This design comes from an exercise in tuning for small area and a short achievable clock period on the open sky130 flow, not from production work.
Function was checked by simulation only, so behaviour that the tests miss may differ from the original.

## flow/design.v (module list and top-level ports; edited modules follow where they fit)
// module gemv_booth_enc: 77 lines
// module gemv_dot_pipe: 1892 lines
// module gemv_stream_engine: 161 lines
module gemv_stream_engine (
  input  logic        clk,
  input  logic        rst_n,
  input  logic        start_i,
  input  logic        accum_i,
  input  logic [47:0] w_i,
  input  logic        a_valid_i,
  output logic        a_ready_o,
  input  logic [47:0] a_row_i,
  output logic        o_valid_o,
  input  logic        o_ready_i,
  output logic [15:0] o_data_o,
  output logic [1:0]  o_idx_o,
  output logic        busy_o,
  output logic        done_o,
  output logic        ovf_o
);
  // ...
==> flow/run.sh <==
#!/bin/bash
# synth_recipe.tcl (not shown) runs the flow's synth.tcl, then flattens the netlist and writes it again
# the make line also repeats each setting of config.mk as NAME=value (left out here)
make -C /OpenROAD-flow-scripts/flow DESIGN_CONFIG=/design/flow/config.mk WORK_HOME=/design/flow/orfs CLKGATE_MAP_FILE= SYNTH_SCRIPT=/design/flow/synth_recipe.tcl finish
==> flow/config.mk <==
export PLATFORM = sky130hd
export DESIGN_NAME = gemv_stream_engine
export DESIGN_NICKNAME = gemv_stream_engine
export VERILOG_FILES = /design/flow/design.v
export SDC_FILE = /design/flow/constraint.sdc
export NUM_CORES = 4
export LEC_CHECK = 0
export CAP_MARGIN = 20
export CORE_MARGIN = 2
export CORE_UTILIZATION = 40
export SETUP_SLACK_MARGIN = 4.7
export SLEW_MARGIN = 20
export TNS_END_PERCENT = 5
==> flow/constraint.sdc <==
create_clock -name core_clock -period 9.0 [get_ports {clk}]
set_input_delay 1.8000 -clock core_clock [delete_from_list [all_inputs] [get_ports {clk}]]
set_output_delay 1.8000 -clock core_clock [all_outputs]
set_load 0.01 [all_outputs]
==> flow_metrics.py, run 1 <==
metrics = {
    "timing": {
        "holdWs_ps": 460.1,
        "min_period_over_period_pct": 47.92,
        "period_needed_ps": 4313,
    },
    "floorplanning": {
        "tap_cells": 1176,
        "num_io_pins": 125,
        "dieArea_um2": 92550,
    },
    "placement": {
        "dp_slack_ps": 3398,
        "dp_cells": 4334,
    },
    "worst_hold_path": {
        "whs_path_depth": 1,
    },
    "global_route": {
        "busiest_layer": "met2",
        "overflow": 0,
    },
    "status": {
        "status": "finished clean",
    },
    "routing": {
        "vias_per_cell": 6.362,
    },
    "synth": {
        "yosys.area_share.simple_pct": 7.826,
        "yosysMostFrequentCell": "nand2_1",
        "ys_warn_count": 1,
        "ys_ff_latch": 386,
    },
    "finish": {
        "final_area_um2": 40230,
        "n_antenna_cell": 0,
        "nNonClkBuffers": 275,
        "largest_registers": "sel_q x72, row_q x48",
        "top_register": "sel_q",
        "drive_above_1_share_pct": 9.436,
    },
    "critical_path": {
        "cp_max_fo": 17,
        "slowest_delay_ps": 650,
    },
    "clock_network": {
        "ctsHtreeMaxLevel": 2,
    },
}
==> run 2, diff against run 1 <==
--- a/flow/config.mk
+++ b/flow/config.mk
@@ -7,2 +7,3 @@
 export LEC_CHECK = 0
+export ABC_AREA = 1
 export CAP_MARGIN = 20
==> run 2 against run 1 <==
Non-clock buffer count shrank 63. Sequential share of layout area increased by 1.0 points. Core utilization grew 0.75 points. Cell count is 4.6% higher. Clock skew down 38 ps. Fmax fell by 0.40%. Synthesized area shrank 4.8%. Critical path depth down 6. Clock-buffer cell count is 12 lower.
==> flow_metrics.py, run 2 <==
metrics = {
    "placement": {
        "dp_slack_ps": 4093,
        "gp_congestion": 0.9726,
        "hpwl_um": 84280,
        "postPlaceCellArea_um2": 36510,
        "port_buffers": 124,
        "dp_cells": 4554,
    },
    "clock_network": {
        "clk_pin_slew_ps": 60,
        "cts_buffers": 46,
        "ctsHtreeMaxLevel": 2,
        "clockBufferDepth": 3,
        "cts_tree": "built",
        "root_buffer": "clkbuf_16",
        "insertion_delay_ps": 620,
        "cts_sinks": 386,
    },
    "routing": {
        "vias_per_cell": 5.196,
        "drc": 0,
        "routedWlPerCell_um": 21.95,
        "drt_iter0_markers": 2170,
        "drtAntennaViolNets": 0,
        "dr.pass1.iters": 6,
        "vias": 24410,
        "totalWireLength_um": 103100,
    },
    "global_route": {
        "grt_pass1_wl_um": 153400,
        "grt_usage_pct": 23.09,
        "antenna_found_initial": 0,
        "grt_pass1_vias": 24870,
        "overflow": 0,
        "grt_max_degree": 76,
    },
    "timing": {
        "timing.fmax_mhz": 230.9,
        "min_period_over_period_pct": 48.11,
        "worst_slack_ps": 4670,
        "setup_viol": 0,
        "worst_pin_slew_ps": 1019,
        "hold_viol": 0,
        "relSlewSlack_pct": 32.10,
        "fin_worst_skew_ps": 33.40,
        "rsz0062_at_grt": "yes",
        "slew_viol_final": 0,
        "holdWs_ps": 472.3,
        "final.setup.tns_ps": 0,
        "period_needed_ps": 4330,
    },
    "synth": {
        "synthTopCellsByCount": "inv_1, fa_1, xnor2_1, edfxtp_1, o22ai_1",
        "synth_top_area_share_pct": 31.05,
        "ys_seq_area_share_pct": 33.31,
        "netlist_area_um2": 34330,
        "ys_ff_latch": 386,
        "ys_async_sr_fraction_pct": 8.031,
        "yosysMostFrequentCell": "inv_1",
        "synth_cell_types": 45,
        "yosys-top-cells-area": "edfxtp_1, fa_1, xnor2_1",
        "syn_inst": 3436,
        "synth_edf_count": 355,
        "synth_top_flop_cell": "edfxtp_1",
        "ys_warn_count": 1,
        "yosys.area.top_type": "edfxtp_1",
        "syn_nets": 4056,
        "synth.avg_cell_area_um2": 9.992,
    },
    "finish": {
        "largest_reg_flops": 72,
        "finalNetCount": 4136,
        "top_register": "sel_q",
        "multi_input_area_um2": 19360,
        "drive_above_1_share_pct": 5.656,
        "layout_commonest_cell": "inv_1",
        "fill_cells": 8132,
        "final_util_pct": 45.58,
        "largest_registers": "sel_q x72, row_q x48",
        "area_growth_pct": 13.03,
        "layout_common_cells": "inv_1, fa_1, xnor2_1",
        "register_area_um2": 11440,
        "stdcell_count": 4698,
        "final_area_um2": 38810,
        "n_antenna_cell": 0,
    },
    "worst_hold_path": {
        "hold_start": "s2_valid_q$_DFFE_PN0N_",
        "holdPathEnd": "out_valid_q$_DFFE_PN0N_",
        "whs_path_depth": 2,
        "hp-class": "reg -> reg",
    },
    "critical_path": {
        "slowest_delay_ps": 260,
        "rr_endpoint": "s2d_q[19]$_DFFE_PN_",
        "r2r-start": "in_cnt_q[0]$_DFFE_PN0P_",
        "cp_cell_sequence": "dlygate4sd2_1, nor2_4, nor2_2, clkdlybuf4s15_2",
        "arrival_ps": 2530,
        "reg2reg_slack_ps": 4700,
        "path_class": "in -> out",
        "crit_path_end_kind": "primary output",
        "critPathSlowestCell": "dlygate4sd2_1",
        "cp.required_ps": 7200,
        "rr_worst_depth": 12,
        "startpoint_type": "primary input",
        "cp_max_fo": 4,
    },
    "floorplanning": {
        "die_w_um": 297.0,
        "start_util_pct": 40.32,
        "core-area_um2": 85150,
        "die_h_um": 297.0,
        "num_rows": 107,
        "dieArea_um2": 88190,
        "num_io_pins": 125,
    },
    "job": {
        "cap_violations": 0,
    },
    "status": {
        "status": "finished clean",
    },
}
-- run 2: changes by cell type after synthesis, sizes merged, moves of 48 or more --
cell / delta
o221ai: -304
nor2: +48
nand3: +130
a221o: -303
o22ai: +336
nand2: -92
inv: +430
a22oi: -48
xnor2: +342
clkbuf: -279
-- run 2: worst max-delay path, delay by kind of cell --
family,cells,cell delay (ps)
buffers and inverters,2,480
and+or+nand+nor,2,240
-- run 2: worst max-delay path by stage --
stage	start	to	slack, ps	depth (start not counted)
2_1_floorplan	o_ready_i	s2_valid_q$_DFFE_PN0N_	3940	4
3_3_place_gp	o_ready_i	a_ready_o	4100	4
3_5_place_dp	o_ready_i	a_ready_o	4090	4
4_1_cts	sel_q[59]$_DFFE_PP_	s2d_q[16]$_DFFE_PN_	4600	9
5_1_grt	in_cnt_q[0]$_DFFE_PN0P_	s2d_q[16]$_DFFE_PN_	4570	12
6_report	o_ready_i	a_ready_o	4670	4
-- run 2: layer usage --
layer / track usage (%) / part of all wire (%) / routed length, um
met1: 32.01 / 43 / 44610
met3: 3.842 / 7.3 / 7521
met2: 37.77 / 47 / 48430
met5: 0 / 0 / 0
met4: 5.832 / 2.5 / 2584
-- run 2: final cells by class --
type,count,share of cell area (%)
timing repair buffer,212,5.517
multi-input combinational,2117,49.89
clock buffer,51,3.015
tap,1144,3.688
sequential,386,29.47
inverter,753,7.303
clock inverter,35,1.122
-- run 2: kinds of logic (layout without fill, tap and decap cells) --
kind of cell	Yosys count	count (layout)	share of synthesized area [%]
fa+ha+maj	518	518	27.99
flops	386	386	33.31
simple gates	632	632	7.806
buf+inv	933	1051	10.45
xor+xnor	415	415	10.59
compound gates	552	552	9.858
-- run 2: repair_timing --
item	in CTS	in global routing
pin swaps	0	2
gates cloned	0	3
hold buffers	0	0
setup buffers	15	39
gates resized for setup	9	10
setup endpoints to repair	36	45
==> module gemv_stream_engine, before the edit <==
module gemv_stream_engine (
  input  logic        clk,
  input  logic        rst_n,
  input  logic        start_i,
  input  logic        accum_i,
  input  logic [47:0] w_i,
  input  logic        a_valid_i,
  output logic        a_ready_o,
  input  logic [47:0] a_row_i,
  output logic        o_valid_o,
  input  logic        o_ready_i,
  output logic [15:0] o_data_o,
  output logic [1:0]  o_idx_o,
  output logic        busy_o,
  output logic        done_o,
  output logic        ovf_o
);
  logic [1:0]  state_q;
  logic [71:0] sel_q;      
  logic [71:0] sel_c;
  logic        accum_q;
  logic [1:0]  in_cnt_q;
  logic        ovf_q;
  logic        out_valid_q;
  logic [15:0] out_data_q;
  logic [1:0]  out_idx_q;
  logic [47:0] row_q;
  logic        s1_valid_q;
  logic        s2_valid_q;
  logic [1:0]  s2_idx_q;
  logic [34:0] s2a_q, s2b_q, s2c_q, s2d_q;
  logic [34:0] acc0_q, acc1_q, acc2_q;
  logic [2:0]  acc_vld_q;
  logic        st_idle, st_run, st_done;
  logic        adv_c, accept_c, start_ok_c, last_in_c, last_out_c;
  logic [1:0]  s1_idx_c;
  logic [34:0] acc_add_c, sa_c, sb_c, sc_c, sd_c, v_c;
  logic [34:0] t1s_c, t1c_c, t2s_c, t2c_c;
  logic [15:0] sat_c;
  logic        clamp_c;
  logic [15:0] lo_c;
  logic [19:0] xh_c, yh_c, hx_c, hor_c, hand_c;
  logic        sum_m1_c, sum_0_c, sum_m2_c;
  assign st_idle  = (state_q == 2'd0);
  assign st_run   = (state_q == 2'd1);
  assign st_done  = (state_q == 2'd3);
  assign adv_c      = !out_valid_q || o_ready_i;
  assign a_ready_o  = st_run && adv_c;
  assign accept_c   = a_valid_i && a_ready_o;
  assign start_ok_c = st_idle && start_i;
  assign last_in_c  = accept_c && (in_cnt_q == 2'd2);
  assign last_out_c = out_valid_q && o_ready_i && (out_idx_q == 2'd2);
  assign busy_o = !st_idle;
  assign done_o = st_done;
  assign s1_idx_c = in_cnt_q - 2'd1;
  always_comb begin
    acc_add_c = '0;
    if (accum_q) begin
      case (s1_idx_c)
        2'd0:    if (acc_vld_q[0]) acc_add_c = acc0_q;
        2'd1:    if (acc_vld_q[1]) acc_add_c = acc1_q;
        default: if (acc_vld_q[2]) acc_add_c = acc2_q;
      endcase
    end
  end
  gemv_booth_enc u_enc (
    .w_i   (w_i),
    .sel_o (sel_c)
  );
  gemv_dot_pipe u_dot (
    .sel_i (sel_q),
    .row_i (row_q),
    .acc_i (acc_add_c),
    .s0_o  (sa_c),
    .s1_o  (sb_c),
    .s2_o  (sc_c),
    .s3_o  (sd_c)
  );
  for (genvar i = 0; i < 35; i++) begin : g_csa
    assign {t1c_c[i], t1s_c[i]} = {1'b0, s2a_q[i]} + {1'b0, s2b_q[i]} + {1'b0, s2c_q[i]};
    if (i == 0) begin : g_lsb
      assign {t2c_c[i], t2s_c[i]} = {1'b0, t1s_c[i]} + {1'b0, s2d_q[i]};
    end else begin : g_bit
      assign {t2c_c[i], t2s_c[i]} = {1'b0, t1s_c[i]} + {1'b0, t1c_c[i-1]} + {1'b0, s2d_q[i]};
    end
  end
  assign v_c = t2s_c + {t2c_c[33:0], 1'b0};
  assign lo_c    = {1'b0, t2s_c[14:0]} + {1'b0, t2c_c[13:0], 1'b0};
  assign xh_c    = t2s_c[34:15];
  assign yh_c    = t2c_c[33:14];
  assign hx_c    = xh_c ^ yh_c;
  assign hor_c   = xh_c | yh_c;
  assign hand_c  = xh_c & yh_c;
  assign sum_m1_c = &hx_c;
  assign sum_0_c  = ~|(hx_c ^ {hor_c[18:0], 1'b0});
  assign sum_m2_c = ~|(hx_c ^ {19'h7ffff, 1'b0} ^ {hand_c[18:1], hor_c[0], 1'b0});
  assign clamp_c  = lo_c[15] ? !(sum_m1_c || sum_m2_c) : !(sum_0_c || sum_m1_c);
  assign sat_c    = clamp_c ? (v_c[34] ? 16'h8000 : 16'h7fff) : v_c[15:0];
  always_ff @(posedge clk or negedge rst_n) begin
    if (!rst_n) begin
      state_q     <= 2'd0;
      in_cnt_q    <= '0;
      ovf_q       <= 1'b0;
      out_valid_q <= 1'b0;
      out_data_q  <= '0;
      out_idx_q   <= '0;
      s1_valid_q  <= 1'b0;
      s2_valid_q  <= 1'b0;
      s2_idx_q    <= '0;
      acc_vld_q   <= '0;
    end else begin
      case (state_q)
        2'd0:    if (start_i)    state_q <= 2'd1;
        2'd1:    if (last_in_c)  state_q <= 2'd2;
        2'd2:    if (last_out_c) state_q <= 2'd3;
        default:                 state_q <= 2'd0;
      endcase
      if (accept_c) in_cnt_q <= in_cnt_q + 2'd1;
      if (adv_c) begin
        s1_valid_q  <= accept_c;
        s2_valid_q  <= s1_valid_q;
        out_valid_q <= s2_valid_q;
        if (s1_valid_q) s2_idx_q <= s1_idx_c;
        if (s2_valid_q) begin
          acc_vld_q[s2_idx_q] <= 1'b1;
          out_data_q <= sat_c;
          out_idx_q  <= s2_idx_q;
          if (clamp_c) ovf_q <= 1'b1;
        end
      end
      if (start_ok_c) begin
        in_cnt_q <= '0;
        ovf_q    <= 1'b0;
      end
    end
  end
  always_ff @(posedge clk) begin
    if (start_ok_c) begin
      sel_q   <= sel_c;
      accum_q <= accum_i;
    end
    if (adv_c) begin
      row_q <= a_row_i;
      s2a_q <= sa_c;
      s2b_q <= sb_c;
      s2c_q <= sc_c;
      s2d_q <= sd_c;
      if (s2_valid_q) begin
        case (s2_idx_q)
          2'd0:    acc0_q <= v_c;
          2'd1:    acc1_q <= v_c;
          default: acc2_q <= v_c;
        endcase
      end
    end
  end
  assign o_valid_o = out_valid_q;
  assign o_data_o  = out_data_q;
  assign o_idx_o   = out_idx_q;
  assign ovf_o     = ovf_q;
endmodule
==> run 3, diff against run 2 <==
--- a/flow/design.v
+++ b/flow/design.v
@@ -2008,2 +2008,5 @@
   logic        st_idle, st_run, st_done;
+  logic [1:0]  state_d;
+  logic        out_valid_d;
+  logic        run_q, run_nv_q;
   logic        adv_c, accept_c, start_ok_c, last_in_c, last_out_c;
@@ -2021,3 +2024,3 @@
   assign adv_c      = !out_valid_q || o_ready_i;
-  assign a_ready_o  = st_run && adv_c;
+  assign a_ready_o  = run_nv_q || (run_q && o_ready_i);
   assign accept_c   = a_valid_i && a_ready_o;
@@ -2072,2 +2075,12 @@
   assign sat_c    = clamp_c ? (v_c[34] ? 16'h8000 : 16'h7fff) : v_c[15:0];
+  always_comb begin
+    state_d = state_q;
+    case (state_q)
+      2'd0:    if (start_i)    state_d = 2'd1;
+      2'd1:    if (last_in_c)  state_d = 2'd2;
+      2'd2:    if (last_out_c) state_d = 2'd3;
+      default:                 state_d = 2'd0;
+    endcase
+  end
+  assign out_valid_d = adv_c ? s2_valid_q : out_valid_q;
   always_ff @(posedge clk or negedge rst_n) begin
@@ -2075,2 +2088,4 @@
       state_q     <= 2'd0;
+      run_q       <= 1'b0;
+      run_nv_q    <= 1'b0;
       in_cnt_q    <= '0;
@@ -2085,8 +2100,6 @@
     end else begin
-      case (state_q)
-        2'd0:    if (start_i)    state_q <= 2'd1;
-        2'd1:    if (last_in_c)  state_q <= 2'd2;
-        2'd2:    if (last_out_c) state_q <= 2'd3;
-        default:                 state_q <= 2'd0;
-      endcase
+      state_q     <= state_d;
+      run_q       <= (state_d == 2'd1);
+      run_nv_q    <= (state_d == 2'd1) && !out_valid_d;
+      out_valid_q <= out_valid_d;
       if (accept_c) in_cnt_q <= in_cnt_q + 2'd1;
@@ -2095,3 +2108,2 @@
         s2_valid_q  <= s1_valid_q;
-        out_valid_q <= s2_valid_q;
         if (s1_valid_q) s2_idx_q <= s1_idx_c;
==> flow/flow/run.sh (new file) <==
#!/bin/bash
# Standard layout, with the port buffers inserted by buffer_ports made of buf_4
# instead of the tool's default pick (a delay buffer), so the ports' buffers are fast.
set -e
echo "export BUFFER_PORTS_ARGS = -buffer_cell sky130_fd_sc_hd__buf_4" >> config.mk
bash standard.sh > standard.log 2>&1
==> flow/standard.sh (new file) <==
#!/bin/bash
# synth_recipe.tcl (not shown) runs the flow's synth.tcl, then flattens the netlist and writes it again
# the make line also repeats each setting of config.mk as NAME=value (left out here)
make -C /OpenROAD-flow-scripts/flow DESIGN_CONFIG=/design/flow/config.mk WORK_HOME=/design/flow/orfs CLKGATE_MAP_FILE= SYNTH_SCRIPT=/design/flow/synth_recipe.tcl "${@:-finish}"
--- a/flow/config.mk
+++ b/flow/config.mk
@@ -10,5 +10,6 @@
 export CORE_MARGIN = 2
-export CORE_UTILIZATION = 40
-export SETUP_SLACK_MARGIN = 4.7
+export CORE_UTILIZATION = 60
+export SETUP_SLACK_MARGIN = 4.75
 export SLEW_MARGIN = 20
 export TNS_END_PERCENT = 5
+export BUFFER_PORTS_ARGS = -buffer_cell sky130_fd_sc_hd__buf_4
removed: flow/run.sh
==> run 3 against run 2 <==
Still clean. Worst hold slack improved by 7.4 ps. Synthesized cell count unchanged. Clock skew increased by 11 ps. Setup slack improved by 4.5 ps. Synthesized area increased by 0.25%. Global-route usage increased by 14 points. Design area decreased by 2.7%. First-iteration DRC count increased by 26%. Via count increased by 4.8%. Largest cell class unchanged.
==> flow_metrics.py, run 3 <==
metrics = {
    "global_route": {
        "overflow": 0,
        "grt_usage_pct": 37.13,
        "grt_pass1_vias": 25920,
        "grt_pass1_wl_um": 161300,
        "antenna_found_initial": 3,
        "grt_max_degree": 169,
    },
    "timing": {
        "final.setup.tns_ps": 0,
        "worst_slack_ps": 4674,
        "setup_viol": 0,
        "period_needed_ps": 4326,
        "min_period_over_period_pct": 48.06,
        "hold_viol": 0,
        "relSlewSlack_pct": 35.22,
        "worst_pin_slew_ps": 971.7,
        "holdWs_ps": 479.7,
        "slew_viol_final": 0,
        "fin_worst_skew_ps": 44.42,
        "timing.fmax_mhz": 231.2,
        "rsz0062_at_grt": "yes",
    },
    "critical_path": {
        "crit_path_end_kind": "flop",
        "path_class": "reg -> reg",
        "arrival_ps": 4680,
        "cp.required_ps": 9350,
        "startpoint_type": "flop",
        "rr_worst_depth": 11,
        "cp_num_buf_inv": 3,
        "slowest_delay_ps": 590,
        "critPathSlowestCell": "fa_1",
        "cp_max_fo": 36,
        "path_common_cell": "fa_1",
        "crit_cells": 11,
        "cp_cell_sequence": "inv_1, ha_4, buf_12, nand3_1, a311o_1, fa_1, fa_1, fa_1, fa_1, inv_1, fa_1",
        "cp_top_family": "adder cells",
    },
    "floorplanning": {
        "core-area_um2": 56600,
        "start_util_pct": 60.81,
        "die_w_um": 243.5,
        "num_rows": 87,
        "num_io_pins": 125,
        "die_h_um": 243.5,
        "dieArea_um2": 59300,
    },
    "synth": {
        "ys_async_sr_fraction_pct": 8.505,
        "synth_top_flop_cell": "edfxtp_1",
        "syn_inst": 3436,
        "yosys.area.top_type": "edfxtp_1",
        "synth_top_area_share_pct": 30.97,
        "synth.avg_cell_area_um2": 10.02,
        "synth_cell_types": 46,
        "yosys-top-cells-area": "edfxtp_1, fa_1, xnor2_1",
        "synthTopCellsByCount": "inv_1, fa_1, xnor2_1, edfxtp_1, o22ai_1",
        "yosysMostFrequentCell": "inv_1",
        "ys_ff_latch": 388,
        "netlist_area_um2": 34420,
        "synth_edf_count": 355,
        "ys_seq_area_share_pct": 33.37,
        "syn_nets": 4051,
        "ys_warn_count": 1,
    },
    "placement": {
        "dp_slack_ps": 4428,
        "hpwl_um": 88170,
        "gp_congestion": 1.065,
        "port_buffers": 124,
    },
    "status": {
        "status": "finished clean",
    },
    "finish": {
        "drive_above_1_share_pct": 9.479,
        "fill_cells": 4371,
        "layout_common_cells": "inv_1, fa_1, xnor2_1",
        "register_area_um2": 11490,
        "largest_registers": "sel_q x72, row_q x48",
        "layout_commonest_cell": "inv_1",
        "finalNetCount": 4115,
        "multi_input_area_um2": 19390,
        "n_antenna_cell": 0,
        "top_register": "sel_q",
        "largest_reg_flops": 72,
        "area_growth_pct": 9.706,
    },
    "routing": {
        "totalWireLength_um": 108500,
        "drc": 0,
        "vias": 25580,
        "routedWlPerCell_um": 25.28,
        "drt_iter0_markers": 2739,
        "drtAntennaViolNets": 0,
        "vias_per_cell": 5.962,
        "dr.pass1.iters": 6,
    },
    "clock_network": {
        "clk_pin_slew_ps": 60,
        "cts_sinks": 388,
        "clockBufferDepth": 3,
        "insertion_delay_ps": 620,
        "cts_buffers": 44,
        "root_buffer": "clkbuf_16",
        "holdBufCountCts": 0,
        "cts_tree": "built",
        "ctsHtreeMaxLevel": 2,
    },
    "worst_hold_path": {
        "hp-class": "reg -> reg",
        "whs_path_depth": 2,
    },
    "job": {
        "cap_violations": 0,
    },
}
[run 3: final cells by class]
cell class / instances / area share (%)
inverters: 759 / 7.578
clock inverters: 23 / 0.6527
clock buffers: 57 / 3.072
repair inverters: 1 / 0.01657
repair buffers: 196 / 4.414
flip-flops and latches: 388 / 30.42
well taps: 756 / 2.505
multi-input cells: 2110 / 51.35
[run 3: kinds of logic after synthesis]
kind of cell,Yosys count,synth area share (%)
buffers and inverters,938,10.45
AND/OR/NAND/NOR,629,7.979
AO/OA/AOI/OAI,553,9.895
adder cells (fa/ha/maj),513,27.74
XOR/XNOR,415,10.56
flip-flops,388,33.37
[run 3: metal layers]
layer | GRT usage [%] | part of all wire (%) | vias up
met4 | 15.10 | 5.1 | 2
met5 | 0 | 0.012 | -
met3 | 6.521 | 9.4 | 268
li1 | - | - | 11170
met1 | 50.09 | 39 | 12690
met2 | 60.11 | 47 | 1448
[run 3: path summary, 6_finish.rpt]
check	slack [ps]	to	start
min in group asynchronous	1110	acc_vld_q[1]$_DFFE_PN0P_	rst_n
setup / recovery	4670	s2d_q[15]$_DFFE_PN_	in_cnt_q[0]$_DFFE_PN0P_
hold / removal	480	out_data_q[11]$_DFFE_PN0P_	out_data_q[11]$_DFFE_PN0P_
setup reg to reg	4670	s2d_q[15]$_DFFE_PN_	in_cnt_q[0]$_DFFE_PN0P_
max in group asynchronous	7580	out_data_q[10]$_DFFE_PN0P_	rst_n
hold reg to reg	480	out_data_q[11]$_DFFE_PN0P_	out_data_q[11]$_DFFE_PN0P_
[run 3: repair_timing]
item                       4_1_cts  5_1_grt
pin swaps                        2        0
setup endpoints to repair       43       26
resized for setup               12        1
gates cloned                     2        0
setup buffers                   41        3
[run 3: tightest hold or removal path: cells and delay by family (launching register included)]
kind / cells / cell delay [ps]
flops: 1 / 340
simple gates: 2 / 100
[run 3: stage by stage]
stage / util (%) / cells / cell area, um^2
after floorplan: - / 3436 / 34440
after global placement: 63.22 / 4162 / 35790
after detailed placement: 63.27 / 4163 / 35810
after CTS: 66.58 / 4286 / 37690
after global routing: 66.71 / 4290 / 37760
final: 66.71 / 4290 / 37760
==> run 4, diff against run 3 <==
--- a/flow/config.mk
+++ b/flow/config.mk
@@ -10,3 +10,3 @@
 export CORE_MARGIN = 2
-export CORE_UTILIZATION = 60
+export CORE_UTILIZATION = 40
 export SETUP_SLACK_MARGIN = 4.75
==> run 4 against run 3 <==
Still clean on timing, DRC and antenna. Non-clock buffer count rose by 3. Fmax up 3.5%. Cell count increased by 9.2%. Synthesized area unchanged. Critical endpoint is now s2d_q[16]$_DFFE_PN_.
==> flow_metrics.py, run 4 <==
metrics = {
    "finish": {
        "finalNetCount": 4120,
        "layout_common_cells": "inv_1, fa_1, xnor2_1",
        "top_register": "sel_q",
        "layout_commonest_cell": "inv_1",
        "largest_reg_flops": 72,
        "largest_registers": "sel_q x72, row_q x48",
        "fill_cells": 8125,
        "drive_above_1_share_pct": 9.910,
        "n_antenna_cell": 0,
        "area_growth_pct": 11.65,
    },
    "timing": {
        "relSlewSlack_pct": 30.34,
        "setup_viol": 0,
        "fin_worst_skew_ps": 23.19,
        "final.setup.tns_ps": 0,
        "min_period_over_period_pct": 46.43,
        "timing.fmax_mhz": 239.3,
        "period_needed_ps": 4179,
        "worst_pin_slew_ps": 1045,
        "slew_viol_final": 0,
        "worst_slack_ps": 4821,
        "hold_viol": 0,
        "rsz0062_at_grt": "yes",
    },
    "placement": {
        "port_buffers": 124,
        "gp_congestion": 0.9679,
        "dp_slack_ps": 4272,
        "hpwl_um": 86440,
    },
    "routing": {
        "totalWireLength_um": 105800,
        "vias": 24460,
        "drt_iter0_markers": 1940,
        "drtAntennaViolNets": 0,
        "dr.pass1.iters": 6,
        "routedWlPerCell_um": 22.58,
        "drc": 0,
        "vias_per_cell": 5.220,
    },
    "critical_path": {
        "crit_path_end_kind": "flop",
        "arrival_ps": 4530,
        "rr_worst_depth": 9,
        "r2r-start": "row_q[47]$_DFFE_PN_",
        "startpoint_type": "flop",
        "cp.required_ps": 9350,
        "path_class": "reg -> reg",
        "reg2reg_slack_ps": 4820,
        "cp_max_fo": 8,
        "rr_endpoint": "s2d_q[16]$_DFFE_PN_",
    },
    "global_route": {
        "antenna_found_initial": 1,
        "grt_pass1_vias": 24460,
        "grt_pass1_wl_um": 157100,
        "grt_usage_pct": 23.85,
        "overflow": 0,
        "grt_max_degree": 174,
    },
    "status": {
        "status": "finished clean",
    },
    "synth": {
        "ys_async_sr_fraction_pct": 8.505,
        "ys_seq_area_share_pct": 33.37,
        "yosys.area.top_type": "edfxtp_1",
        "syn_nets": 4051,
        "synth_edf_count": 355,
        "synthTopCellsByCount": "inv_1, fa_1, xnor2_1, edfxtp_1, o22ai_1",
        "synth.avg_cell_area_um2": 10.02,
        "synth_top_flop_cell": "edfxtp_1",
        "synth_top_area_share_pct": 30.97,
        "ys_warn_count": 1,
        "yosys-top-cells-area": "edfxtp_1, fa_1, xnor2_1",
        "synth_cell_types": 46,
        "netlist_area_um2": 34420,
        "ys_ff_latch": 388,
        "syn_inst": 3436,
        "yosysMostFrequentCell": "inv_1",
    },
    "floorplanning": {
        "die_w_um": 297.3,
        "core-area_um2": 85280,
        "num_rows": 107,
        "start_util_pct": 40.36,
        "die_h_um": 297.3,
        "num_io_pins": 125,
        "dieArea_um2": 88410,
    },
    "worst_hold_path": {
        "whs_path_depth": 2,
        "hold_start": "out_data_q[14]$_DFFE_PN0P_",
        "hp-class": "reg -> reg",
        "holdPathEnd": "out_data_q[14]$_DFFE_PN0P_",
    },
    "clock_network": {
        "clk_pin_slew_ps": 60,
        "root_buffer": "clkbuf_16",
        "cts_sinks": 388,
        "clockBufferDepth": 3,
        "ctsHtreeMaxLevel": 2,
        "cts_buffers": 46,
        "cts_tree": "built",
        "insertion_delay_ps": 620,
    },
    "job": {
        "cap_violations": 0,
    },
}
==> run 4: worst max-delay path, cell delays in order, from the launching register on <==
cell      delay (ps)
edfxtp_1         790
xnor2_1          200
o22ai_1          140
inv_1            110
fa_1             560
fa_1             520
fa_1             560
inv_1             50
fa_1             500
fa_1             470
==> run 4: worst max path at each step <==
stage,slack [ps],to,cells past startpoint,startpoint
6_report,4820,s2d_q[16]$_DFFE_PN_,9,row_q[47]$_DFFE_PN_
5_1_grt,4710,s2d_q[13]$_DFFE_PN_,13,in_cnt_q[0]$_DFFE_PN0P_
4_1_cts,4720,s2d_q[17]$_DFFE_PN_,9,row_q[7]$_DFFE_PN_
3_5_place_dp,4270,s2d_q[16]$_DFFE_PN_,12,in_cnt_q[0]$_DFFE_PN0P_
3_3_place_gp,4330,s2d_q[16]$_DFFE_PN_,12,in_cnt_q[0]$_DFFE_PN0P_
2_1_floorplan,3930,s2_valid_q$_DFFE_PN0N_,4,o_ready_i
==> run 4: through the flow <==
stage / utilization, % / cells / hold WS, ps / instance area (um^2)
after detailed placement: 42.57 / 4554 / 474.6 / 36300
after CTS: 44.85 / 4669 / 491.6 / 38250
after global routing: 45.07 / 4686 / 504.9 / 38430
after floorplan: - / 3436 / 452.9 / 34440
after global placement: 42.57 / 4554 / 465.2 / 36300
final: 45.07 / 4686 / 485.7 / 38430
==> run 4: cell type report <==
class                      count  area [um^2]  share of cell area (%)
timing repair inverter         1        8.758                 0.02279
sequential                   388        11490                   29.89
multi-input combinational   2110        19410                   50.51
inverter                     759         2867                   7.459
timing repair buffer         199         1702                   4.428
clock inverter                32        347.8                  0.9051
clock buffer                  53         1177                   3.064
tap                         1144         1431                   3.724
==> run 4: metal layers <==
metal | track usage [%] | routed length (um)
met1 | 33.72 | 47050
met5 | 0 | 0
met2 | 38.99 | 49500
met3 | 2.702 | 6225
met4 | 6.530 | 3033
==> run 4: timing repair <==
| item | in CTS | in global routing |
|---|---|---|
| setup buffers | 28 | 16 |
| cloned | 2 | 1 |
| gates resized for setup | 13 | 12 |
| pin swaps | 1 | 7 |
| setup endpoints to repair | 54 | 21 |
| hold buffers | 0 | 0 |
| endpoints found under the hold margin | 0 | 0 |
==> run 4: cell families (layout without fill, tap and decap cells) <==
group	after synthesis	count (layout)	share of synthesized area (%)
buf+inv	938	1044	10.45
simple gates	629	629	7.979
compound gates	553	553	9.895
fa+ha+maj	513	513	27.74
xor+xnor	415	415	10.56
flops	388	388	33.37
==> run 5, diff against run 4 <==
--- a/flow/config.mk
+++ b/flow/config.mk
@@ -11,3 +11,3 @@
 export CORE_UTILIZATION = 40
-export SETUP_SLACK_MARGIN = 4.75
+export SETUP_SLACK_MARGIN = 5.0
 export SLEW_MARGIN = 20
==> run 5 against run 4 <==
Critical path depth did not move. Highest routed layer unchanged. Sequential share of layout area down 0.91 points. Critical endpoint is now s2d_q[18]$_DFFE_PN_. Synthesized cell count stayed put. Critical path type unchanged. Design area up 3.2%. Still clean on timing, DRC and antenna.
==> flow_metrics.py, run 5 <==
metrics = {
    "status": {
        "status": "finished clean",
    },
    "routing": {
        "drc": 0,
        "drt_iter0_markers": 2122,
        "vias": 24970,
        "vias_per_cell": 5.226,
        "dr.pass1.iters": 5,
        "drtAntennaViolNets": 0,
        "routedWlPerCell_um": 22.55,
        "totalWireLength_um": 107800,
    },
    "timing": {
        "hold_viol": 0,
        "rsz0062_at_grt": "yes",
        "timing.fmax_mhz": 245.5,
        "fin_worst_skew_ps": 26.74,
        "relSlewSlack_pct": 32.54,
        "slew_viol_final": 0,
        "holdWs_ps": 482.0,
        "setup_viol": 0,
        "final.setup.tns_ps": 0,
        "min_period_over_period_pct": 45.25,
        "period_needed_ps": 4073,
        "worst_pin_slew_ps": 1012,
    },
    "placement": {
        "gp_congestion": 0.9644,
        "port_buffers": 124,
        "hpwl_um": 86750,
        "postPlaceCellArea_um2": 36270,
    },
    "finish": {
        "top_register": "sel_q",
        "n_antenna_cell": 0,
        "layout_common_cells": "inv_1, fa_1, xnor2_1",
        "area_growth_pct": 15.20,
        "layout_commonest_cell": "inv_1",
        "largest_registers": "sel_q x72, row_q x48",
        "largest_reg_flops": 72,
        "drive_above_1_share_pct": 12.60,
        "final_area_um2": 39650,
        "finalNetCount": 4211,
    },
    "synth": {
        "synthTopCellsByCount": "inv_1, fa_1, xnor2_1, edfxtp_1, o22ai_1",
        "syn_nets": 4051,
        "ys_ff_latch": 388,
        "syn_inst": 3436,
        "ys_seq_area_share_pct": 33.37,
        "yosys-top-cells-area": "edfxtp_1, fa_1, xnor2_1",
        "ys_warn_count": 1,
        "yosysMostFrequentCell": "inv_1",
        "netlist_area_um2": 34420,
        "synth_top_area_share_pct": 30.97,
        "ys_async_sr_fraction_pct": 8.505,
        "yosys.area.top_type": "edfxtp_1",
        "synth.avg_cell_area_um2": 10.02,
        "synth_top_flop_cell": "edfxtp_1",
        "synth_cell_types": 46,
        "synth_edf_count": 355,
    },
    "floorplanning": {
        "die_w_um": 297.3,
        "num_rows": 107,
        "core-area_um2": 85280,
        "dieArea_um2": 88410,
        "die_h_um": 297.3,
        "start_util_pct": 40.36,
        "num_io_pins": 125,
    },
    "clock_network": {
        "cts_tree": "built",
        "insertion_delay_ps": 630,
        "ctsHtreeMaxLevel": 2,
        "clk_pin_slew_ps": 60,
        "root_buffer": "clkbuf_16",
        "cts_sinks": 388,
        "holdBufCountCts": 0,
        "cts_buffers": 48,
        "clockBufferDepth": 3,
    },
    "critical_path": {
        "cp.required_ps": 9360,
        "reg2reg_slack_ps": 4930,
        "path_class": "reg -> reg",
        "crit_path_end_kind": "flop",
        "arrival_ps": 4430,
        "startpoint_type": "flop",
        "cp_max_fo": 8,
    },
    "global_route": {
        "grt_usage_pct": 24.37,
        "antenna_found_initial": 1,
        "grt_max_degree": 81,
        "grt_pass1_wl_um": 160400,
        "grt_pass1_vias": 25180,
        "overflow": 0,
    },
    "job": {
        "cap_violations": 0,
    },
    "worst_hold_path": {
        "hp-class": "reg -> reg",
    },
}
==> run 5: cell counts after synthesis <==
Identical to the previous run, type by type.
==> run 5: worst paths after layout <==
check | start | to | cells past startpoint
worst min-delay path | out_data_q[11]$_DFFE_PN0P_ | out_data_q[11]$_DFFE_PN0P_ | 2
min in group asynchronous | rst_n | state_q[1]$_DFF_PN0_ | 1
worst max-delay path | row_q[37]$_DFFE_PN_ | s2d_q[18]$_DFFE_PN_ | 9
max in group asynchronous | rst_n | acc_vld_q[1]$_DFFE_PN0P_ | 1
worst min register to register | out_data_q[11]$_DFFE_PN0P_ | out_data_q[11]$_DFFE_PN0P_ | 2
worst max register to register | row_q[37]$_DFFE_PN_ | s2d_q[18]$_DFFE_PN_ | 9
==> run 5: routing by layer <==
metal / routed length, um / global-route usage (%) / up-vias
li1: - / - / 11400
met1: 46450 / 33.58 / 12510
met2: 50810 / 40.47 / 900
met3: 7210 / 3.192 / 166
met4: 3307 / 6.770 / 0
met5: 0 / 0 / -
==> run 5: timing repair <==
action,CTS,global route
gates cloned,3,0
setup buffers,120,16
pin swaps,16,6
endpoints found under the setup margin,71,54
gates resized for setup,27,11
==> run 5: critical path: stages, from the launching register on <==
cell	delay, ps
edfxtp_1	750
xnor2_1	200
o22ai_1	200
inv_1	80
fa_1	450
fa_1	530
fa_1	570
fa_1	550
inv_1	50
fa_1	420
==> run 5: layout make-up <==
cell class / count / area [um^2]
Clock buffer: 53 / 1241
Inverter: 759 / 2878
Multi-Input combinational cell: 2110 / 19420
Tap cell: 1144 / 1431
Clock inverter: 36 / 456.7
Sequential cell: 388 / 11490
Timing Repair Buffer: 289 / 2731
Fill cell: 8007 / 45630
==> run 5: cell families (layout without fill, tap and decap cells) <==
group,after synthesis,after routing,share of synthesized area (%)
buffers and inverters,938,1137,10.45
flip-flops,388,388,33.37
adder cells (fa/ha/maj),513,513,27.74
AND/OR/NAND/NOR,629,629,7.979
AO/OA/AOI/OAI,553,553,9.895
XOR/XNOR,415,415,10.56
==> run 5: per-stage QoR <==
| step | util (%) | worst slack (ps) | cells |
|---|---|---|---|
| after CTS | 46.30 | 4974 | 4763 |
| after global routing | 46.50 | 4831 | 4779 |
| final | 46.50 | 4927 | 4779 |
| after floorplan | - | 3945 | 3436 |
| after detailed placement | 42.53 | 4295 | 4551 |
| after global placement | 42.53 | 4340 | 4551 |
==> run 6, diff against run 5 <==
--- a/flow/config.mk
+++ b/flow/config.mk
@@ -10,3 +10,3 @@
 export CORE_MARGIN = 2
-export CORE_UTILIZATION = 40
+export CORE_UTILIZATION = 50
 export SETUP_SLACK_MARGIN = 5.0
==> run 6 against run 5 <==
Still clean. Cell count decreased by 3.8%. Clock skew up 5.2 ps. Worst hold slack hardly changed. Critical path depth rose by 2. Die area is 20% lower. Clock-buffer cell count decreased by 1. Global-route usage rose by 7.0 points. Largest cell class unchanged. Highest routed layer unchanged.
==> flow_metrics.py, run 6 <==
metrics = {
    "global_route": {
        "grt_usage_pct": 31.32,
        "overflow": 0,
        "grt_pass1_wl_um": 161800,
        "grt_max_degree": 169,
        "grt_pass1_vias": 25390,
        "antenna_found_initial": 2,
    },
    "timing": {
        "fin_worst_skew_ps": 31.97,
        "final.setup.tns_ps": 0,
        "min_period_over_period_pct": 45.08,
        "timing.fmax_mhz": 246.5,
        "hold_viol": 0,
        "relSlewSlack_pct": 33.47,
        "setup_viol": 0,
        "worst_pin_slew_ps": 998.0,
        "rsz0062_at_grt": "yes",
        "slew_viol_final": 0,
        "period_needed_ps": 4057,
    },
    "clock_network": {
        "clockBufferDepth": 3,
        "insertion_delay_ps": 610,
        "cts_buffers": 44,
        "cts_tree": "built",
        "root_buffer": "clkbuf_16",
        "clk_pin_slew_ps": 60,
        "cts_sinks": 388,
        "ctsHtreeMaxLevel": 2,
    },
    "finish": {
        "top_register": "sel_q",
        "finalNetCount": 4298,
        "layout_common_cells": "inv_1, fa_1, xnor2_1",
        "largest_reg_flops": 72,
        "largest_registers": "sel_q x72, row_q x48",
        "area_growth_pct": 15.78,
        "drive_above_1_share_pct": 15.24,
        "n_antenna_cell": 0,
        "layout_commonest_cell": "inv_1",
        "stdcell_count": 4597,
    },
    "critical_path": {
        "reg2reg_slack_ps": 4940,
        "path_common_cell": "fa_1",
        "rr_worst_depth": 11,
        "cp_cell_sequence": "inv_2, ha_4, inv_6, bufbuf_16, a311o_1, fa_2, fa_1, fa_2, inv_1, fa_1, fa_1",
        "r2r-start": "in_cnt_q[0]$_DFFE_PN0P_",
        "startpoint_type": "flop",
        "path_class": "reg -> reg",
        "cp_max_fo": 5,
        "slowest_delay_ps": 560,
        "rr_endpoint": "s2d_q[16]$_DFFE_PN_",
        "arrival_ps": 4410,
        "cp.required_ps": 9350,
        "critPathSlowestCell": "fa_1",
        "crit_path_end_kind": "flop",
    },
    "synth": {
        "ys_warn_count": 1,
        "ys_seq_area_share_pct": 33.37,
        "synth.avg_cell_area_um2": 10.02,
        "ys_async_sr_fraction_pct": 8.505,
        "synth_top_flop_cell": "edfxtp_1",
        "synthTopCellsByCount": "inv_1, fa_1, xnor2_1, edfxtp_1, o22ai_1",
        "syn_inst": 3436,
        "synth_cell_types": 46,
        "ys_ff_latch": 388,
        "yosys.area.top_type": "edfxtp_1",
        "yosysMostFrequentCell": "inv_1",
        "yosys-top-cells-area": "edfxtp_1, fa_1, xnor2_1",
        "syn_nets": 4051,
        "synth_top_area_share_pct": 30.97,
        "synth_edf_count": 355,
        "netlist_area_um2": 34420,
    },
    "worst_hold_path": {
        "hold_start": "out_data_q[12]$_DFFE_PN0P_",
        "hp-class": "reg -> reg",
        "whs_path_depth": 2,
        "holdPathEnd": "out_data_q[12]$_DFFE_PN0P_",
    },
    "floorplanning": {
        "dieArea_um2": 70960,
        "core-area_um2": 68350,
        "start_util_pct": 50.36,
        "num_rows": 96,
        "num_io_pins": 125,
        "die_w_um": 266.4,
        "die_h_um": 266.4,
    },
    "routing": {
        "vias_per_cell": 5.592,
        "dr.pass1.iters": 5,
        "drc": 0,
        "drtAntennaViolNets": 0,
        "drt_iter0_markers": 2403,
        "routedWlPerCell_um": 24.23,
        "totalWireLength_um": 111400,
        "vias": 25710,
    },
    "job": {
        "cap_violations": 0,
    },
    "status": {
        "status": "finished clean",
    },
    "placement": {
        "port_buffers": 124,
        "gp_congestion": 0.9976,
        "hpwl_um": 89450,
        "dp_cells": 4289,
    },
}
## run 6: cell counts after synthesis
Identical to the previous run, type by type.
## run 6: worst max-delay path by stage
| stage | start | to | slack, ps |
|---|---|---|---|
| 2_1_floorplan | o_ready_i | s2_valid_q$_DFFE_PN0N_ | 3950 |
| 3_3_place_gp | in_cnt_q[0]$_DFFE_PN0P_ | s2d_q[16]$_DFFE_PN_ | 4430 |
| 3_5_place_dp | in_cnt_q[0]$_DFFE_PN0P_ | s2d_q[16]$_DFFE_PN_ | 4340 |
| 4_1_cts | in_cnt_q[0]$_DFFE_PN0P_ | s2d_q[16]$_DFFE_PN_ | 4840 |
| 5_1_grt | in_cnt_q[0]$_DFFE_PN0P_ | s2d_q[16]$_DFFE_PN_ | 4880 |
| 6_report | in_cnt_q[0]$_DFFE_PN0P_ | s2d_q[16]$_DFFE_PN_ | 4940 |
## run 6: cell type report
cell class	count	area, um^2
clock buffer	52	1131
clock inverter	26	206.4
fill	5847	28490
inverter	759	2912
multi-input combinational	2110	19480
sequential	388	11490
tap	882	1104
timing repair buffer	379	3522
timing repair inverter	1	5.005
## run 6: repair_timing
item / in CTS / in global routing
hold buffers: 0 / 0
buffers inserted: 51 / 173
resized for setup: 23 / 54
setup endpoints to repair: 76 / 73
gates cloned: 4 / 2
pin swaps: 12 / 31
## run 6: worst max-delay path, delay by kind of cell (launching register included)
| kind | cells | cell delay [ps] |
|---|---|---|
| adders and majority gates | 6 | 2660 |
| DFF | 1 | 370 |
| AOI/OAI and AO/OA | 1 | 340 |
| buffers and inverters | 4 | 440 |
## run 6: metrics by stage
step / instance area [um^2] / setup WS (ps) / hold slack (ps) / utilization [%]
2_1_floorplan: 34440 / 3945 / 452.9 / -
3_3_place_gp: 35940 / 4425 / 473.2 / 52.58
3_5_place_dp: 35980 / 4338 / 466.8 / 52.64
4_1_cts: 38090 / 4840 / 483.3 / 55.73
5_1_grt: 39850 / 4881 / 514.4 / 58.31
6_report: 39850 / 4943 / 482.3 / 58.31
## run 6: cell families (layout without fill, tap and decap cells)
family	after synthesis	count (layout)	synth area share (%)
adder cells (fa/ha/maj)	513	513	27.74
AND/OR/NAND/NOR	629	629	7.979
XOR/XNOR	415	415	10.56
buffers and inverters	938	1217	10.45
flip-flops	388	388	33.37
AO/OA/AOI/OAI	553	553	9.895
## run 6: per-layer routing
layer  share of wire [%]  global-route usage, %  vias to the layer above
met5                   0                      0                        -
met4                 4.1                  10.36                        0
met3                 6.8                  4.179                      236
met2                  47                  51.08                     1085
met1                  42                  43.48                    12830
li1                    -                      -                    11560
==> run 7, diff against run 6 <==
--- a/flow/config.mk
+++ b/flow/config.mk
@@ -10,4 +10,5 @@
 export CORE_MARGIN = 2
-export CORE_UTILIZATION = 50
-export SETUP_SLACK_MARGIN = 5.0
+export CORE_UTILIZATION = 40
+export CTS_BUF_LIST = sky130_fd_sc_hd__clkbuf_4 sky130_fd_sc_hd__clkbuf_8
+export SETUP_SLACK_MARGIN = 4.75
 export SLEW_MARGIN = 20
==> run 7 against run 6 <==
Synthesized area did not move. Worst hold slack improved by 1.8 ps. Clock skew rose by 11 ps. Clock-buffer cell count rose by 47. Largest cell class unchanged. First-iteration DRC count fell by 17%. Critical path type unchanged. Critical endpoint is now s2d_q[17]$_DFFE_PN_. Setup slack got worse by 100 ps. Sequential share of layout area rose by 0.89 points. Fmax fell by 2.5%. Sequential cell count did not move.
==> flow_metrics.py, run 7 <==
metrics = {
    "floorplanning": {
        "dieArea_um2": 88410,
        "start_util_pct": 40.36,
        "core-area_um2": 85280,
        "num_io_pins": 125,
        "die_w_um": 297.3,
        "num_rows": 107,
        "die_h_um": 297.3,
    },
    "synth": {
        "syn_nets": 4051,
        "yosys-top-cells-area": "edfxtp_1, fa_1, xnor2_1",
        "synth_top_flop_cell": "edfxtp_1",
        "ys_async_sr_fraction_pct": 8.505,
        "synth_cell_types": 46,
        "synth.avg_cell_area_um2": 10.02,
        "synth_edf_count": 355,
        "ys_warn_count": 1,
        "yosysMostFrequentCell": "inv_1",
        "yosys.area.top_type": "edfxtp_1",
        "ys_ff_latch": 388,
        "synth_top_area_share_pct": 30.97,
        "synthTopCellsByCount": "inv_1, fa_1, xnor2_1, edfxtp_1, o22ai_1",
        "ys_seq_area_share_pct": 33.37,
        "netlist_area_um2": 34420,
        "syn_inst": 3436,
    },
    "routing": {
        "vias": 24580,
        "drt_iter0_markers": 1996,
        "drc": 0,
        "vias_per_cell": 5.169,
        "routedWlPerCell_um": 22.35,
        "drtAntennaViolNets": 0,
        "dr.pass1.iters": 8,
        "totalWireLength_um": 106300,
    },
    "timing": {
        "setup_viol": 0,
        "timing.fmax_mhz": 240.3,
        "min_period_over_period_pct": 46.25,
        "fin_worst_skew_ps": 43.28,
        "slew_viol_final": 0,
        "hold_viol": 0,
        "worst_slack_ps": 4838,
        "final.setup.tns_ps": 0,
        "relSlewSlack_pct": 29.57,
        "worst_pin_slew_ps": 1056,
        "period_needed_ps": 4162,
        "rsz0062_at_grt": "yes",
    },
    "clock_network": {
        "cts_tree": "built",
        "ctsHtreeMaxLevel": 3,
        "insertion_delay_ps": 710,
        "cts_buffers": 74,
        "root_buffer": "clkbuf_8",
        "clockBufferDepth": 3,
        "clk_pin_slew_ps": 60,
        "cts_sinks": 388,
    },
    "critical_path": {
        "cp_max_fo": 8,
        "path_common_cell": "fa_1",
        "arrival_ps": 4610,
        "crit_path_end_kind": "flop",
        "cp.required_ps": 9450,
        "slowest_delay_ps": 850,
        "critPathSlowestCell": "edfxtp_1",
        "startpoint_type": "flop",
        "cp_cell_sequence": "xnor2_1, o22ai_1, inv_1, fa_1, fa_1, fa_1, inv_1, fa_1, fa_1",
        "path_class": "reg -> reg",
    },
    "global_route": {
        "use_met2_pct": 38.76,
        "grt_max_degree": 174,
        "grt_use_met1_pct": 33.52,
        "overflow": 0,
        "antenna_found_initial": 2,
        "busiest_layer": "met2",
        "grt_pass1_vias": 24680,
        "grtUsageMet3_pct": 3.279,
        "grt_usage_pct": 23.97,
        "grt_pass1_wl_um": 157200,
    },
    "placement": {
        "hpwl_um": 86440,
        "dp_slack_ps": 4272,
        "gp_congestion": 0.9679,
        "port_buffers": 124,
    },
    "status": {
        "status": "finished clean",
    },
    "finish": {
        "area_growth_pct": 12.30,
        "finalNetCount": 4165,
        "fill_cells": 8144,
        "layout_commonest_cell": "inv_1",
        "top_register": "sel_q",
        "largest_registers": "sel_q x72, row_q x48",
        "layout_common_cells": "inv_1, fa_1, xnor2_1",
        "largest_reg_flops": 72,
        "drive_above_1_share_pct": 11.42,
    },
    "worst_hold_path": {
        "hp-class": "reg -> reg",
    },
    "job": {
        "cap_violations": 0,
    },
}
-- run 7: changes by cell type in the layout (fill, tap and decap cells not counted), moves of 12 or more --
cell,delta
buf_12,-26
fa_2,-27
fa_1,+27
clkbuf_8,+78
buf_4,-128
clkinvlp_4,-12
clkbuf_4,+21
clkbuf_16,-44
-- run 7: stage by stage --
step,hold slack (ps),utilization (%),instances,area (um^2)
2_1_floorplan,452.9,-,3436,34440
3_3_place_gp,465.2,42.57,4554,36300
3_5_place_dp,474.6,42.57,4554,36300
4_1_cts,490.7,44.78,4711,38190
5_1_grt,503.8,45.32,4753,38650
6_report,484.0,45.32,4755,38650
-- run 7: what timing repair did --
item | CTS | global route
buffers inserted | 22 | 39
resized for setup | 14 | 7
cloned | 1 | 2
endpoints found under the setup margin | 51 | 20
hold buffers | 0 | 0
pin swaps | 1 | 6
-- run 7: kinds of logic after synthesis --
kind of cell               synth area share (%)
xor gates and xnor gates                  10.56
adders and majority gates                 27.74
DFF                                       33.37
buffers and inverters                     10.45
and+or+nand+nor                           7.979
AOI/OAI and AO/OA                         9.895
-- run 7: layout make-up --
cell class                 instances  area (um^2)  area share [%]
multi-input combinational       2110        19400           50.18
timing repair inverter             1        8.758         0.02266
sequential                       388        11490           29.72
antenna                            3        7.507         0.01942
clock inverter                    35        320.3          0.8287
clock buffer                      99         1231           3.185
timing repair buffer             216         1904           4.927
inverter                         759         2867           7.416
tap                             1144         1431           3.703
-- run 7: worst paths after layout --
path	end	from	cells after the start	slack, ps
worst max register to register	s2d_q[17]$_DFFE_PN_	row_q[8]$_DFFE_PN_	9	4840
worst max-delay path	s2d_q[17]$_DFFE_PN_	row_q[8]$_DFFE_PN_	9	4840
max in group asynchronous	in_cnt_q[0]$_DFFE_PN0P_	rst_n	1	7640
worst min-delay path	out_data_q[14]$_DFFE_PN0P_	out_data_q[14]$_DFFE_PN0P_	2	480
worst min register to register	out_data_q[14]$_DFFE_PN0P_	out_data_q[14]$_DFFE_PN0P_	2	480
min in group asynchronous	acc_vld_q[1]$_DFFE_PN0P_	rst_n	1	1050
-- run 7: worst max-delay path, delay by kind of cell (launching register included) --
family | cells | cell delay (ps)
AO/OA/AOI/OAI | 1 | 160
XOR/XNOR | 1 | 240
adder cells (fa/ha/maj) | 5 | 2490
buffers and inverters | 2 | 150
flip-flops | 1 | 850
-- run 7: layer usage --
layer / wire length (um) / vias up
li1: - / 11300
met1: 46000 / 12210
met2: 49710 / 909
met3: 7356 / 158
met4: 3197 / 0
met5: 0 / -
==> run 8, diff against run 7 <==
--- a/flow/config.mk
+++ b/flow/config.mk
@@ -11,3 +11,4 @@
 export CORE_UTILIZATION = 40
-export CTS_BUF_LIST = sky130_fd_sc_hd__clkbuf_4 sky130_fd_sc_hd__clkbuf_8
+export CTS_BUF_LIST = sky130_fd_sc_hd__clkbuf_8
+export CTS_CLUSTER_SIZE = 30
 export SETUP_SLACK_MARGIN = 4.75
==> run 8 against run 7 <==
Still clean. First-iteration DRC count is 3.3% lower. Via count hardly changed. Core utilization is 0.092 points lower. Worst hold slack hardly changed. Routed wire length hardly changed. Cell count stayed put. Die area stayed put. Clock-buffer cell count is 21 lower. Synthesized area stayed put. Critical path type unchanged. Highest routed layer unchanged.
==> flow_metrics.py, run 8 <==
metrics = {
    "global_route": {
        "grt_usage_pct": 23.95,
        "grt_pass1_wl_um": 157100,
        "grt_pass1_vias": 24660,
        "overflow": 0,
        "antenna_found_initial": 2,
        "grt_max_degree": 174,
    },
    "critical_path": {
        "path_common_cell": "fa_1",
        "cp_max_fo": 8,
        "cp.required_ps": 9450,
        "slowest_delay_ps": 840,
        "path_class": "reg -> reg",
        "cp_top_family": "adder cells",
        "crit_path_end_kind": "flop",
        "cp_num_buf_inv": 2,
        "cp_cell_sequence": "xnor2_1, o22ai_1, inv_1, fa_1, fa_1, fa_1, inv_1, fa_1, fa_1",
        "critPathSlowestCell": "edfxtp_1",
        "arrival_ps": 4610,
        "startpoint_type": "flop",
    },
    "timing": {
        "worst_pin_slew_ps": 1065,
        "final.setup.tns_ps": 0,
        "fin_worst_skew_ps": 44.69,
        "timing.fmax_mhz": 240.6,
        "min_period_over_period_pct": 46.17,
        "setup_viol": 0,
        "slew_viol_final": 0,
        "hold_viol": 0,
        "period_needed_ps": 4155,
        "worst_slack_ps": 4845,
        "relSlewSlack_pct": 29.01,
        "rsz0062_at_grt": "yes",
    },
    "worst_hold_path": {
        "hp-class": "reg -> reg",
    },
    "clock_network": {
        "clockBufferDepth": 3,
        "insertion_delay_ps": 710,
        "holdBufCountCts": 0,
        "cts_buffers": 74,
        "cts_tree": "built",
        "ctsHtreeMaxLevel": 3,
        "root_buffer": "clkbuf_8",
        "clk_pin_slew_ps": 60,
        "cts_sinks": 388,
    },
    "status": {
        "status": "finished clean",
    },
    "placement": {
        "dp_slack_ps": 4272,
        "hpwl_um": 86440,
        "port_buffers": 124,
        "gp_congestion": 0.9679,
    },
    "routing": {
        "routedWlPerCell_um": 22.35,
        "vias": 24580,
        "totalWireLength_um": 106300,
        "drc": 0,
        "dr.pass1.iters": 5,
        "vias_per_cell": 5.168,
        "drtAntennaViolNets": 0,
        "drt_iter0_markers": 1930,
    },
    "job": {
        "cap_violations": 0,
    },
    "synth": {
        "synth_top_area_share_pct": 30.97,
        "ys_seq_area_share_pct": 33.37,
        "syn_nets": 4051,
        "synth_top_flop_cell": "edfxtp_1",
        "synth_edf_count": 355,
        "yosys.area.top_type": "edfxtp_1",
        "synthTopCellsByCount": "inv_1, fa_1, xnor2_1, edfxtp_1, o22ai_1",
        "yosysMostFrequentCell": "inv_1",
        "synth.avg_cell_area_um2": 10.02,
        "synth_cell_types": 46,
        "syn_inst": 3436,
        "ys_async_sr_fraction_pct": 8.505,
        "ys_warn_count": 1,
        "ys_ff_latch": 388,
        "netlist_area_um2": 34420,
        "yosys-top-cells-area": "edfxtp_1, fa_1, xnor2_1",
    },
    "floorplanning": {
        "core-area_um2": 85280,
        "start_util_pct": 40.36,
        "die_w_um": 297.3,
        "num_io_pins": 125,
        "dieArea_um2": 88410,
        "die_h_um": 297.3,
        "num_rows": 107,
    },
    "finish": {
        "fill_cells": 8152,
        "layout_common_cells": "inv_1, fa_1, xnor2_1",
        "largest_reg_flops": 72,
        "layout_commonest_cell": "inv_1",
        "finalNetCount": 4165,
        "area_growth_pct": 12.07,
        "drive_above_1_share_pct": 10.84,
        "largest_registers": "sel_q x72, row_q x48",
        "top_register": "sel_q",
    },
}
run 8: changes by cell type in the layout (fill, tap and decap cells not counted), sizes merged:
cell	delta
clkbuf	-21
inv	+21
run 8: final timing paths:
path / to / from / cells after the start / slack [ps]
min in group asynchronous: state_q[1]$_DFF_PN0_ / rst_n / 1 / 1050
setup reg to reg: s2d_q[17]$_DFFE_PN_ / row_q[8]$_DFFE_PN_ / 9 / 4840
max in group asynchronous: out_data_q[9]$_DFFE_PN0P_ / rst_n / 1 / 7640
hold reg to reg: out_data_q[14]$_DFFE_PN0P_ / out_data_q[14]$_DFFE_PN0P_ / 2 / 480
hold / removal: out_data_q[14]$_DFFE_PN0P_ / out_data_q[14]$_DFFE_PN0P_ / 2 / 480
setup / recovery: s2d_q[17]$_DFFE_PN_ / row_q[8]$_DFFE_PN_ / 9 / 4840
run 8: logic make-up (layout without fill, tap and decap cells):
| group | count (synthesis) | in the layout | share of synthesized area, % |
|---|---|---|---|
| flip-flops | 388 | 388 | 33.37 |
| XOR/XNOR | 415 | 415 | 10.56 |
| adder cells (fa/ha/maj) | 513 | 513 | 27.74 |
| AND/OR/NAND/NOR | 629 | 629 | 7.979 |
| buffers and inverters | 938 | 1110 | 10.45 |
| other | 0 | 3 | 0 |
| AO/OA/AOI/OAI | 553 | 553 | 9.895 |
run 8: cell type report:
cell class	count	area [um^2]	share of cell area, %
antenna	3	7.507	0.01946
clock buffer	78	1074	2.783
clock inverter	56	399.1	1.035
inverter	759	2867	7.431
multi-input combinational	2110	19400	50.29
sequential	388	11490	29.78
tap	1144	1431	3.711
timing repair buffer	216	1904	4.937
timing repair inverter	1	8.758	0.02271
run 8: stage by stage:
step           util [%]  hold slack (ps)  cell area, um^2  instances
2_1_floorplan         -            452.9            34440       3436
3_3_place_gp      42.57            465.2            36300       4554
3_5_place_dp      42.57            474.6            36300       4554
4_1_cts           44.69            490.7            38110       4711
5_1_grt           45.23            503.8            38570       4753
6_report          45.23            484.0            38570       4755
run 8: worst min-delay path, delay by kind of cell (launching register included):
| kind | cells | cell delay (ps) |
|---|---|---|
| simple gates | 2 | 110 |
| flops | 1 | 340 |
run 8: what timing repair did:
item / in CTS / in global routing
buffers inserted: 22 / 39
gates cloned: 1 / 2
setup endpoints to repair: 51 / 20
resized for setup: 14 / 7
pin swaps: 1 / 6
run 8: routing by layer:
metal	wire length, um	track usage [%]	vias to the layer above
met1	46330	33.46	12220
met4	3268	7.431	0
met2	49560	38.77	885
met3	7100	3.279	160
li1	-	-	11310
met5	0	0	-

-- separate check: timing with driven ports --
How much do the figures lean on ideal ports? The routed layouts below were timed once more, with nothing changed but the port constraints.
Step 1: set_driving_cell puts a clkbuf_16 on clk and a buf_2 on each other input, an assumption about the parent block.
Step 2 times the ports against the registers' clock, not the clock port: input delays grow and output delays shrink by t, the midpoint of the rising clock arrivals with the driver on.
a / b / c = no drivers / after step 1 / after step 2; a / b = the first two.
run	shift t [ns]	slack for setup (ns)	clock arrival spread, ns
run 1	0.690	4.687 / 4.665 / 4.665	0.071 / 0.072
run 2	0.669	4.670 / 4.644 / 4.644	0.034 / 0.034
run 3	0.663	4.674 / 4.674 / 4.674	0.047 / 0.047
run 4	0.675	4.821 / 4.821 / 4.797	0.023 / 0.023
run 5	0.679	4.927 / 4.927 / 4.732	0.027 / 0.027
run 6	0.663	4.943 / 4.943 / 4.674	0.032 / 0.032
run 7	0.751	4.838 / 4.838 / 4.796	0.044 / 0.044
run 8	0.752	4.845 / 4.845 / 4.793	0.045 / 0.045
After both steps setup and hold are still met in every run listed. The setup slack of run 6, which loses most, moves by 0.000 ns with the drivers and by -0.269 ns with both steps.
